Context: an optimization exercise on an open-source flow, tuned for small area, a short achievable clock period and few clock cycles per item. The choices shown serve that exercise and are no tape-out recipe. Function was checked by simulation only, so behaviour that the tests miss may differ from the original. Power figures rest on the tool's default switching activity, not on a simulated workload.

`design.v`:
```
package sha1md_pkg;
  localparam logic [31:0] IV0 = 32'h67452301;
  localparam logic [31:0] IV1 = 32'hefcdab89;
  localparam logic [31:0] IV2 = 32'h98badcfe;
  localparam logic [31:0] IV3 = 32'h10325476;
  localparam logic [31:0] IV4 = 32'hc3d2e1f0;
  localparam logic [31:0] K0 = 32'h5A827999;
  localparam logic [31:0] K1 = 32'h6ED9EBA1;
  localparam logic [31:0] K2 = 32'h8F1BBCDC;
  localparam logic [31:0] K3 = 32'hCA62C1D6;
  function automatic logic [31:0] rotl(input logic [31:0] x, input integer n);
    rotl = (x << n) | (x >> (32 - n));
  endfunction
endpackage
module sha1_message_digest #(
  parameter int FD = 12           
) (
  input  logic        clk,
  input  logic        rst_n,
  input  logic        in_valid,
  output logic        in_stall,
  input  logic [7:0]  in_data_byte,
  input  logic        in_has_byte,
  input  logic        in_end_of_message,
  output logic        out_valid,
  input  logic        out_stall,
  output logic [31:0] out_digest_word,
  output logic [2:0]  out_word_index,
  output logic        out_final_word
);
  localparam logic [1:0] M_MSG  = 2'd0;    
  localparam logic [1:0] M_MARK = 2'd1;    
  localparam logic [1:0] M_PAD  = 2'd2;    
  localparam logic [6:0] S_RST  = 7'd3;
  localparam logic [6:0] S_FIN  = 7'd4;
  localparam logic [6:0] S_STRM = 7'd5;
  localparam logic [6:0] S_LAST = 7'd86;
  logic        ir_v, ir_h, ir_e;
  logic [7:0]  ir_d;
  logic        stall_r;
  logic [1:0]  mode_r;
  logic        mfirst_r;
  logic [1:0]  bcnt_r;
  logic [23:0] acc_r;
  logic [5:0]  pos_r;
  logic [54:0] blk_r;
  logic        hi_done_r;      
  logic [FD-1:0] wp_r, rp_r;   
  logic [4:0]  fcnt_r;
  logic        fempty_r, ffull_r;
  logic [31:0] fifo [FD];
  logic [4:0]  wcnt_r;
  logic        w0_r, w16_r;
  logic [6:0]  s_r;
  logic        f_le4, f_ge7, f_ge20, f_ge21, f_is4, f_is5, f_is86;
  logic signed [4:0] dd_r;
  logic        dd0_r, ddp_r, ddm1_r;
  logic        bfirst_r, bfinal_r, addiv_r, fin_r, xadd_r;
  logic        doadd_r;
  logic        useiv_r;   
  logic        blkq_r;    
  logic        obusy_r;
  logic [4:0]  ooh_r;     
  logic        oload_r;   
  logic [31:0] oword_r;
  logic        fch_r, fpar_r, fmaj_r;
  logic [3:0]  ksel_r;    
  logic [4:0]  ak_r;      
  logic        rotb_r;    
  logic        l0iv_r;    
  logic        u1ld_r;    
  logic [3:0]  u1s_r;     
  logic [31:0] win  [16];
  logic [31:0] u    [2];
  logic [31:0] ring [5];
  logic [31:0] q_r, r_r;
  logic take, step_go, blkadd, word_ok, wok_next, msg_mode, byte_src, byte_go, consume;
  logic pad_go, word_go, comp_shift, len_lo_go, byte_ok, wdone, pop, bypass, push;
  logic [31:0] fhead;
  logic [7:0]  bval;
  logic [31:0] padw, word_in;
  assign in_stall = stall_r;
  assign take     = in_valid & ~stall_r;
  assign blkadd  = blkq_r;
  assign step_go = (f_le4 | f_ge21 | dd0_r) & ~blkadd;
  assign word_ok = (~w16_r | (f_is86 & step_go)) & (w0_r | ddp_r | (dd0_r & ~(f_is5 & blkadd)));
  assign wok_next = word_ok | (ddm1_r & step_go);
  assign msg_mode = (mode_r == M_MSG);
  assign byte_src = msg_mode ? (ir_v & ir_h) : (mode_r == M_MARK);
  assign bval     = msg_mode ? ir_d : (mfirst_r ? 8'h80 : 8'h00);
  assign byte_ok  = (bcnt_r != 2'd3) | ~ffull_r | word_ok;
  assign byte_go  = byte_src & byte_ok;
  assign consume  = msg_mode & ir_v & (~ir_h | byte_ok);
  assign wdone    = byte_go & (bcnt_r == 2'd3);
  assign pop      = ~fempty_r & word_ok;
  assign bypass   = wdone & fempty_r & word_ok;
  assign push     = wdone & ~bypass;
  assign pad_go   = (mode_r == M_PAD) & fempty_r & word_ok;
  assign word_go  = pop | bypass | pad_go;
  assign len_lo_go = pad_go & hi_done_r & (wcnt_r == 5'd15);
  assign comp_shift = step_go & f_ge20;
  always_comb begin
    padw = 32'h0;
    if (wcnt_r == 5'd14) padw = blk_r[54:23];
    if (wcnt_r == 5'd15 && hi_done_r) padw = {blk_r[22:0], pos_r, 3'b000};
    fhead = 32'h0;
    for (int i = 0; i < FD; i++) fhead = fhead | ({32{rp_r[i]}} & fifo[i]);
  end
  assign word_in = pad_go ? padw : (fempty_r ? {acc_r, bval} : fhead);
  logic        ir_v_n, ir_h_n, stall_n;
  logic [1:0]  mode_n, bcnt_n;
  logic [4:0]  wcnt_n;
  logic [6:0]  s_n;
  logic signed [4:0] dd_n;
  logic        bfirst_n, addiv_n, fin_n, xadd_n, obusy_n, oload_n, doadd_n, useiv_n;
  logic [4:0]  fcnt_n;
  always_comb begin
    ir_v_n = take | (ir_v & ~consume);
    ir_h_n = take ? in_has_byte : ir_h;
    mode_n = mode_r;
    if (msg_mode && consume && ir_e) mode_n = M_MARK;
    if (mode_r == M_MARK && wdone) mode_n = M_PAD;
    if (len_lo_go) mode_n = M_MSG;
    bcnt_n = bcnt_r + {1'b0, byte_go};
    s_n      = s_r;
    wcnt_n   = wcnt_r + {4'd0, word_go};
    bfirst_n = bfirst_r;
    addiv_n  = addiv_r;
    fin_n    = fin_r;
    xadd_n   = xadd_r;
    dd_n     = dd_r;
    if (step_go && !word_go && !ddp_r) dd_n = dd_r + 5'sd1;
    if (!step_go && word_go) dd_n = dd_r - 5'sd1;
    if (step_go) begin
      if (f_is86) begin
        s_n      = bfinal_r ? S_FIN : S_STRM;
        wcnt_n   = {4'd0, word_go};
        bfirst_n = bfinal_r;
        addiv_n  = bfirst_r;
        fin_n    = bfinal_r;
        xadd_n   = ~bfinal_r;
        dd_n     = bfinal_r ? (word_go ? -5'sd1 : 5'sd0) : (word_go ? 5'sd0 : 5'sd1);
      end else begin
        s_n = s_r + 7'd1;
      end
    end
    obusy_n = obusy_r;
    if (obusy_r && !out_stall && ooh_r[4]) obusy_n = 1'b0;
    if (oload_r) obusy_n = 1'b1;
    oload_n = step_go & f_is4 & fin_r;
    fcnt_n = fcnt_r + {4'd0, push} - {4'd0, pop};
    doadd_n = (s_n >= 7'd83) | ((s_n == S_STRM) & xadd_n) | ((s_n == S_FIN) & fin_n);
    useiv_n = (s_n <= S_STRM) ? addiv_n : bfirst_n;
    stall_n = ir_v_n & ~((mode_n == M_MSG) & (~ir_h_n | (bcnt_n != 2'd3) | ~ffull_r | wok_next));
  end
  always_ff @(posedge clk) begin
    if (!rst_n) begin
      ir_v      <= 1'b0;
      stall_r   <= 1'b0;
      mode_r    <= M_MSG;
      bcnt_r    <= 2'd0;
      pos_r     <= 6'd0;
      blk_r     <= '0;
      hi_done_r <= 1'b0;
      wp_r      <= FD'(1);
      rp_r      <= FD'(1);
      fcnt_r    <= 5'd0;
      fempty_r  <= 1'b1;
      ffull_r   <= 1'b0;
      wcnt_r    <= 5'd0;
      w0_r      <= 1'b1;
      w16_r     <= 1'b0;
      dd_r      <= -5'sd1;
      dd0_r     <= 1'b0;
      ddp_r     <= 1'b0;
      ddm1_r    <= 1'b0;
      bfinal_r  <= 1'b0;
      obusy_r   <= 1'b0;
      oload_r   <= 1'b0;
      ooh_r     <= 5'b00001;
    end else begin
      ir_v      <= ir_v_n;
      stall_r   <= stall_n;
      mode_r    <= mode_n;
      bcnt_r    <= bcnt_n;
      wcnt_r    <= wcnt_n;
      w0_r      <= (wcnt_n == 5'd0);
      w16_r     <= (wcnt_n == 5'd16);
      dd_r      <= dd_n;
      dd0_r     <= (dd_n == 5'sd0);
      ddp_r     <= (dd_n > 5'sd0);
      ddm1_r    <= (dd_n == -5'sd1);
      obusy_r   <= obusy_n;
      oload_r   <= oload_n;
      if (msg_mode && consume && ir_h) begin
        pos_r <= pos_r + 6'd1;
        if (pos_r == 6'd63) blk_r <= blk_r + 55'd1;
      end
      if (len_lo_go) begin
        pos_r    <= 6'd0;
        blk_r    <= '0;
        bfinal_r <= 1'b1;
      end
      if (pad_go && wcnt_r == 5'd14) hi_done_r <= 1'b1;
      if (len_lo_go) hi_done_r <= 1'b0;
      if (step_go && f_is86) bfinal_r <= 1'b0;
      if (push) wp_r <= {wp_r[FD-2:0], wp_r[FD-1]};
      if (pop)  rp_r <= {rp_r[FD-2:0], rp_r[FD-1]};
      fcnt_r    <= fcnt_n;
      fempty_r  <= (fcnt_n == 5'd0);
      ffull_r   <= (fcnt_n == 5'(FD));
      if (obusy_r && !out_stall) ooh_r <= {ooh_r[3:0], ooh_r[4]};
      if (oload_r) ooh_r <= 5'b00001;
    end
  end
  always_ff @(posedge clk) begin
    if (!rst_n) begin
      s_r      <= S_RST;
      bfirst_r <= 1'b1;
      addiv_r  <= 1'b0;
      fin_r    <= 1'b0;
      xadd_r   <= 1'b0;
      f_le4    <= 1'b1;
      f_ge7    <= 1'b0;
      f_ge20   <= 1'b0;
      f_ge21   <= 1'b0;
      f_is4    <= 1'b0;
      f_is5    <= 1'b0;
      f_is86   <= 1'b0;
      doadd_r  <= 1'b0;
      useiv_r  <= 1'b0;
      blkq_r   <= 1'b0;
      ak_r     <= 5'b00000;
      rotb_r   <= 1'b0;
      l0iv_r   <= 1'b1;
      u1ld_r   <= 1'b1;
      u1s_r    <= 4'b0001;
      fch_r    <= 1'b1;
      fmaj_r   <= 1'b0;
      fpar_r   <= 1'b0;
      ksel_r   <= 4'b0001;
    end else begin
      s_r      <= s_n;
      bfirst_r <= bfirst_n;
      addiv_r  <= addiv_n;
      fin_r    <= fin_n;
      xadd_r   <= xadd_n;
      f_le4    <= (s_n <= 7'd4);
      f_ge7    <= (s_n >= 7'd7);
      f_ge20   <= (s_n >= 7'd20);
      f_ge21   <= (s_n >= 7'd21);
      f_is4    <= (s_n == S_FIN);
      f_is5    <= (s_n == S_STRM);
      f_is86   <= (s_n == S_LAST);
      doadd_r  <= doadd_n;
      useiv_r  <= useiv_n;
      blkq_r   <= doadd_n & useiv_n & (obusy_n | oload_n);
      for (int j = 1; j < 5; j++)
        ak_r[j] <= bfirst_n & (s_n == 7'(87 - j));
      ak_r[0]  <= addiv_n & (s_n <= S_STRM);
      rotb_r   <= (s_n >= 7'd83) & (s_n <= 7'd85);
      l0iv_r   <= bfirst_n;
      u1ld_r   <= (s_n <= 7'd5) | (s_n >= 7'd85);
      u1s_r[0] <= (s_n == S_RST) | ((s_n == S_LAST) & bfinal_r);
      u1s_r[1] <= (s_n == S_FIN);
      u1s_r[2] <= (s_n == S_STRM) & bfirst_n;
      u1s_r[3] <= ((s_n == S_STRM) & ~bfirst_n) | (s_n == 7'd85) | ((s_n == S_LAST) & ~bfinal_r);
      fch_r    <= (s_n <= 7'd24);
      fmaj_r   <= (s_n >= 7'd45) & (s_n <= 7'd64);
      fpar_r   <= ~((s_n <= 7'd24) | ((s_n >= 7'd45) & (s_n <= 7'd64)));
      ksel_r   <= ((s_n <= 7'd23) | (s_n == S_LAST)) ? 4'b0001 : (s_n <= 7'd43) ? 4'b0010
                : (s_n <= 7'd63) ? 4'b0100 : 4'b1000;
    end
  end
  always_ff @(posedge clk) begin
    if (take) begin
      ir_d <= in_data_byte;
      ir_h <= in_has_byte;
      ir_e <= in_end_of_message;
    end
    if (msg_mode && consume && ir_e) mfirst_r <= 1'b1;
    else if (byte_go) mfirst_r <= 1'b0;
    if (byte_go) acc_r <= {acc_r[15:0], bval};
    for (int i = 0; i < FD; i++) if (push && wp_r[i]) fifo[i] <= {acc_r, bval};
  end
  logic [31:0] wmix, wnew;
  assign wmix = win[13] ^ win[8] ^ win[2] ^ win[0];
  assign wnew = {wmix[30:0], wmix[31]};
  always_ff @(posedge clk) begin
    if (comp_shift || word_go) begin
      for (int i = 0; i < 15; i++) win[i] <= win[i+1];
      win[15] <= word_go ? word_in : wnew;
    end
  end
  logic [31:0] t_val, fval, q_nxt, r_nxt, kval;
  assign t_val = {u[0][26:0], u[0][31:27]} + q_r;
  logic [31:0] f1, f0, cn, dn, ek_src, ek_nxt, f1_r, f0_r, ek_r;
  assign cn    = ~f_is5 ? {u[0][1:0], u[0][31:2]} : l0iv_r ? sha1md_pkg::IV2 : ring[3];
  assign dn    = ~f_is5 ? {u[1][1:0], u[1][31:2]} : l0iv_r ? sha1md_pkg::IV3 : ring[2];
  assign f1    = ({32{fch_r}} & cn) | ({32{fpar_r}} & ~(cn ^ dn)) | ({32{fmaj_r}} & (cn | dn));
  assign f0    = ({32{fch_r}} & dn) | ({32{fpar_r}} &  (cn ^ dn)) | ({32{fmaj_r}} & (cn & dn));
  assign fval  = (u[0] & f1_r) | (~u[0] & f0_r);
  assign q_nxt = fval + r_r;
  assign kval  = ({32{ksel_r[0]}} & sha1md_pkg::K0) | ({32{ksel_r[1]}} & sha1md_pkg::K1)
               | ({32{ksel_r[2]}} & sha1md_pkg::K2) | ({32{ksel_r[3]}} & sha1md_pkg::K3);
  assign ek_nxt = {ek_src[1:0], ek_src[31:2]} + kval;
  assign r_nxt  = ek_r + win[15];
  logic [31:0] add_a, add_b, sum, l0, l1;
  assign add_a = ({32{~useiv_r}} & ring[0])
               | ({32{ak_r[0]}} & sha1md_pkg::IV0) | ({32{ak_r[1]}} & sha1md_pkg::IV1)
               | ({32{ak_r[2]}} & sha1md_pkg::IV2) | ({32{ak_r[3]}} & sha1md_pkg::IV3)
               | ({32{ak_r[4]}} & sha1md_pkg::IV4);
  assign add_b = rotb_r ? {u[0][1:0], u[0][31:2]} : u[0];
  assign sum   = add_a + add_b;
  assign l0 = ~l0iv_r ? ring[4] : f_is5 ? sha1md_pkg::IV1 : sha1md_pkg::IV0;
  assign l1 = ({32{u1s_r[0]}} & {sha1md_pkg::IV4[29:0], sha1md_pkg::IV4[31:30]})
            | ({32{u1s_r[1]}} & {sha1md_pkg::IV3[29:0], sha1md_pkg::IV3[31:30]})
            | ({32{u1s_r[2]}} & {sha1md_pkg::IV2[29:0], sha1md_pkg::IV2[31:30]})
            | ({32{u1s_r[3]}} & {ring[3][29:0], ring[3][31:30]});
  assign ek_src = u[1];
  always_ff @(posedge clk) begin
    if (step_go) begin
      u[0] <= f_ge7 ? t_val : l0;
      u[1] <= u1ld_r ? l1 : u[0];
      q_r <= q_nxt;
      r_r <= r_nxt;
      f1_r <= f1;
      f0_r <= f0;
      ek_r <= ek_nxt;
      if (doadd_r) begin
        for (int i = 0; i < 4; i++) ring[i] <= ring[i+1];
        ring[4] <= sum;
      end
    end
  end
  assign out_valid       = obusy_r;
  assign out_word_index  = {ooh_r[4], ooh_r[3] | ooh_r[2], ooh_r[3] | ooh_r[1]};
  assign out_final_word  = ooh_r[4];
  assign out_digest_word = oword_r;
  logic [4:0]  onext;
  logic [31:0] oword_n;
  assign onext   = oload_r ? 5'b00001 : {ooh_r[3:0], 1'b0};
  assign oword_n = ({32{onext[0]}} & ring[4]) | ({32{onext[1]}} & ring[3])
                 | ({32{onext[2]}} & ring[2]) | ({32{onext[3]}} & ring[1])
                 | ({32{onext[4]}} & ring[0]);
  always_ff @(posedge clk) begin
    if (oload_r || (obusy_r && !out_stall && !ooh_r[4])) oword_r <= oword_n;
  end
endmodule
```
`run.sh`:
```
#!/bin/bash
# synth_recipe.tcl (not shown) runs the flow's synth.tcl, then flattens the netlist and writes it again
# the make line also repeats each setting of config.mk as NAME=value (left out here)
make -C /OpenROAD-flow-scripts/flow DESIGN_CONFIG=/design/flow/config.mk WORK_HOME=/design/flow/orfs CLKGATE_MAP_FILE= SYNTH_SCRIPT=/design/flow/synth_recipe.tcl finish
```
`config.mk`:
```
export PLATFORM = sky130hd
export DESIGN_NAME = sha1_message_digest
export DESIGN_NICKNAME = sha1_message_digest
export VERILOG_FILES = /design/flow/design.v
export SDC_FILE = /design/flow/constraint.sdc
export NUM_CORES = 4
export LEC_CHECK = 0
export ABC_AREA = 1
export CAP_MARGIN = 20
export CORE_MARGIN = 2
export CORE_UTILIZATION = 45
export PLACE_DENSITY = 0.6
export SETUP_SLACK_MARGIN = 4.5
export SLEW_MARGIN = 20
```
`constraint.sdc`:
```
create_clock -name core_clock -period 7.5 [get_ports {clk}]
set_input_delay 1.5000 -clock core_clock [delete_from_list [all_inputs] [get_ports {clk}]]
set_output_delay 1.5000 -clock core_clock [all_outputs]
set_load 0.01 [all_outputs]
```
==> impl_metrics.ini <==
[global_routing]
grt_util_met1_pct = 36.58
grt_pass1_vias = 41850
antenna_found_initial = 5
grt_use_total_pct = 24.28
grt_max_degree = 107
use_met3_pct = 5.396
gr-max-usage-layer = met1
grt_pass1_wl_um = 271500
use_met2_pct = 34.84
grt-ovfl-total = 0

[timing]
timing.fmax_mhz = 338.3
layout_setup_ws_ns = 4.544
slew_violations = 0
fin_setup_tns_ns = 0
tightestPinTransition_ns = 0.9928
period_needed_ns = 2.956
finalHoldViolations = 0
hold-worst-slack_ns = 0.4031
grt_setup_unrepaired = true
setup_viol = 0
slew_headroom_pct = 33.81
skew_ns = 0.06498
timing.final.crit_share_pct = 39.41

[pwr]
p_int_mw = 20.35
clkPwrFrac_pct = 24.0
power_frac_comb_pct = 34.4
pwr-share-seq_pct = 41.6
ir_worst_vdd_mv = 0.3122
swShare_pct = 37.13
p_leak_nw = 27.76
p_sw_mw = 12.02
p_per_area_nw_per_um2 = 429.9

[worst_setup_path]
arrival_ns = 3.51
crit_fanout = 5
critPathKind = reg2reg
required_ns = 8.05
cp-start-kind = register
end_kind = register

[drt]
drt_wl_total_um = 186400
drtPass1Iterations = 6
vias_per_cell = 5.653
wl_per_cell_um = 23.63
drtIter0Drc = 4946
dr_total_vias = 44590
drc = 0
antenna_left = 0

[synth]
syn_avg_cell_area_um2 = 11.66
yosysMostFrequentCell = edfxtp_1
syn_area_um2 = 66060
synth_top_family_by_area = simple AND/OR/NAND/NOR gates
ys.flop_type = edfxtp_1
synth_xor_area_share_pct = 3.593
synth_cell_types = 69
async_flop_share_pct = 0
yosysTopAreaCell = edfxtp_1
synth_compound_area_share_pct = 9.214
syn-num-nets = 5918
yosys.area_share.adder_pct = 4.576
yosys-top-cells-area = edfxtp_1 61%, nand2_1 6.7%, dfxtp_1 4.9%
ys_seq_elements = 1507
netlist.area_leader.share_pct = 61.14
synthSimpleGateAreaFrac_pct = 12.35
yosys-top-cells-count = 1345 x edfxtp_1, 1182 x nand2_1, 534 x inv_1
synthMuxAreaShare_pct = 0.01515
syn_inst = 5666
synth-edff-count = 1345
ys_seq_area_share_pct = 66.05
yosys_warnings = 5

[cells_and_area]
fin_nets = 6092
stdcell_count = 7889
fin_util_pct = 51.66
area_growth_pct = 13.97
drive_gt1_share_pct = 9.598

[die]
die_area_um2 = 149900
initial_utilization_pct = 45.33
rows = 140
fp.dieW_um = 387.1
design.core.area_um2 = 145700
ioPinCount = 52
die_h_um = 387.1

[clock_network]
ctsHoldBuffers = 0
cts_buffers = 159
cts_max_path_buffers = 3
cts_tree = built
numClockSinks = 1507
clk_latency_ns = 0.82
cts.htree.levels = 4
cts-root-buf = clkbuf_16
clkSlewWorstSetupHoldPaths_ns = 0.06

[flow_run]
max-cap-violations = 0

[placed_design]
place_hpwl_um = 123200
pre_cts_slack_ns = 3.260
gp_congestion = 0.9472
placement.io_buffers = 51
dp_cells = 7523

[outcome]
status = no timing/DRC/antenna violations

[worst_hold_path]
hp-class = reg2reg
-- critical path: stages (launching register included) --
cell and delay (ns):
edfxtp_1 0.49, inv_1 0.14, o21ai_2 0.27, ha_1 0.34, a21oi_1 0.26, o21ai_4 0.11
a21boi_2 0.30, o21ai_2 0.13, a31oi_2 0.21, o21ai_2 0.12, buf_4 0.15, xor2_1 0.16
-- placed cells by master, fill, tap and decap left out, types with 18 or more instances in the layout --
| master | count |
|---|---|
| nand3_1 | 194 |
| buf_4 | 122 |
| edfxtp_1 | 1345 |
| nor3_1 | 77 |
| a21o_1 | 19 |
| a221oi_1 | 73 |
| xnor2_1 | 152 |
| nand4_1 | 84 |
| clkinv_2 | 21 |
| ha_1 | 225 |
| inv_2 | 23 |
| nor4_1 | 20 |
| clkbuf_16 | 164 |
| clkinv_1 | 31 |
| o221ai_1 | 69 |
| o21ai_0 | 243 |
| o211ai_1 | 32 |
| dfxtp_1 | 142 |
| nor2_1 | 284 |
| xor2_1 | 119 |
| nand2_1 | 1174 |
| o22ai_1 | 88 |
| o21ai_2 | 27 |
| a21oi_1 | 290 |
| inv_1 | 517 |
| o21a_1 | 21 |
| clkbuf_1 | 43 |
| o21ai_1 | 52 |
| clkdlybuf4s15_1 | 18 |
-- kinds of logic after synthesis --
logic type / count (synthesis)
buf+inv: 723
fa+ha+maj: 238
xor+xnor: 271
compound gates: 1005
simple gates: 1921
mux: 1
flops: 1507
-- flip-flops by register name, indices dropped and copies added (netlist names), 6 cells and up --
signal,flops
rp_r,12
blk_r,55
f1_r,32
oword_r,32
pos_r,6
wp_r,12
win,512
ir_d,8
f0_r,32
acc_r,24
fifo,384
r_r,32
u,64
ring,160
ek_r,32
q_r,32
s_r,7
-- path summary, 6_finish.rpt --
check | start | endpoint | slack [ns] | cells after the start
setup / recovery | u[0][3] | ring[4][14] | 4.54 | 11
hold / removal | win[12][24] | win[11][24] | 0.40 | 0
setup reg to reg | u[0][3] | ring[4][14] | 4.54 | 11
hold reg to reg | win[12][24] | win[11][24] | 0.40 | 0
-- routing by layer --
metal  routed length (um)  share of wire [%]
met1                84390                 45
met3                17850                9.6
met4                 5572                3.0
met2                78520                 42
met5                   50              0.027
-- power groups by stage --
stage,registers (mW),clock network [mW],logic [mW]
after floorplan,13.0,0,7.23
after detailed placement,13.6,0,10.3
final,13.5,7.75,11.1
after CTS,13.5,7.90,10.6
after global placement,13.6,0,10.2
after global routing,13.6,8.22,12.2
-- layout make-up --
cell class / instances / area (um^2)
antenna: 2 / 5.005
clock buffer: 205 / 4193
clock inverter: 86 / 947.2
fill: 12740 / 70450
inverter: 547 / 2085
multi-input combinational: 3437 / 20230
sequential: 1507 / 43670
tap: 1917 / 2399
timing repair buffer: 188 / 1759
-- what timing repair did --
item,in CTS,in global routing
hold endpoints to repair,0,0
setup endpoints to repair,980,409
setup buffers,17,46
pin swaps,7,21
cloned,4,5
gates resized for setup,187,115
-- through the flow --
stage / instance area, um^2 / total power [mW]
floorplan: 66140 / 20.19
global placement: 68850 / 23.80
detailed placement: 68850 / 23.91
CTS: 74490 / 31.95
global route: 75280 / 34.09
finish: 75290 / 32.36
Testbench counts, summed over its fixed seeds: cycles 63,234, bytes 40,857.

re-timing with driven ports:
How much do the figures lean on ideal ports? The routed layout below was timed once more, with nothing changed but the port constraints. Step 1: set_driving_cell puts a clkbuf_16 on clk and a buf_2 on each other input, an assumption about the parent block. Step 2 moves the port delays by t, midway between the first and last clock arrival at a register: inputs arrive t later, outputs are due t later. That takes back most of the time a late clock gives input paths. Slacks: ideal / step 1 / step 2; pairs: ideal / step 1.
t, ns: 0.864
setup WS [ns]: 4.544 / 4.469 / 3.909
worst setup path at the end: input to register
clock arrival spread, ns: 0.072 / 0.072
worst register clock-pin slew, ns: 0.07 / 0.07
After both steps setup and hold are still met in this run. For this run, drivers alone change the setup slack by -0.075 ns; drivers and shift together by -0.635 ns.
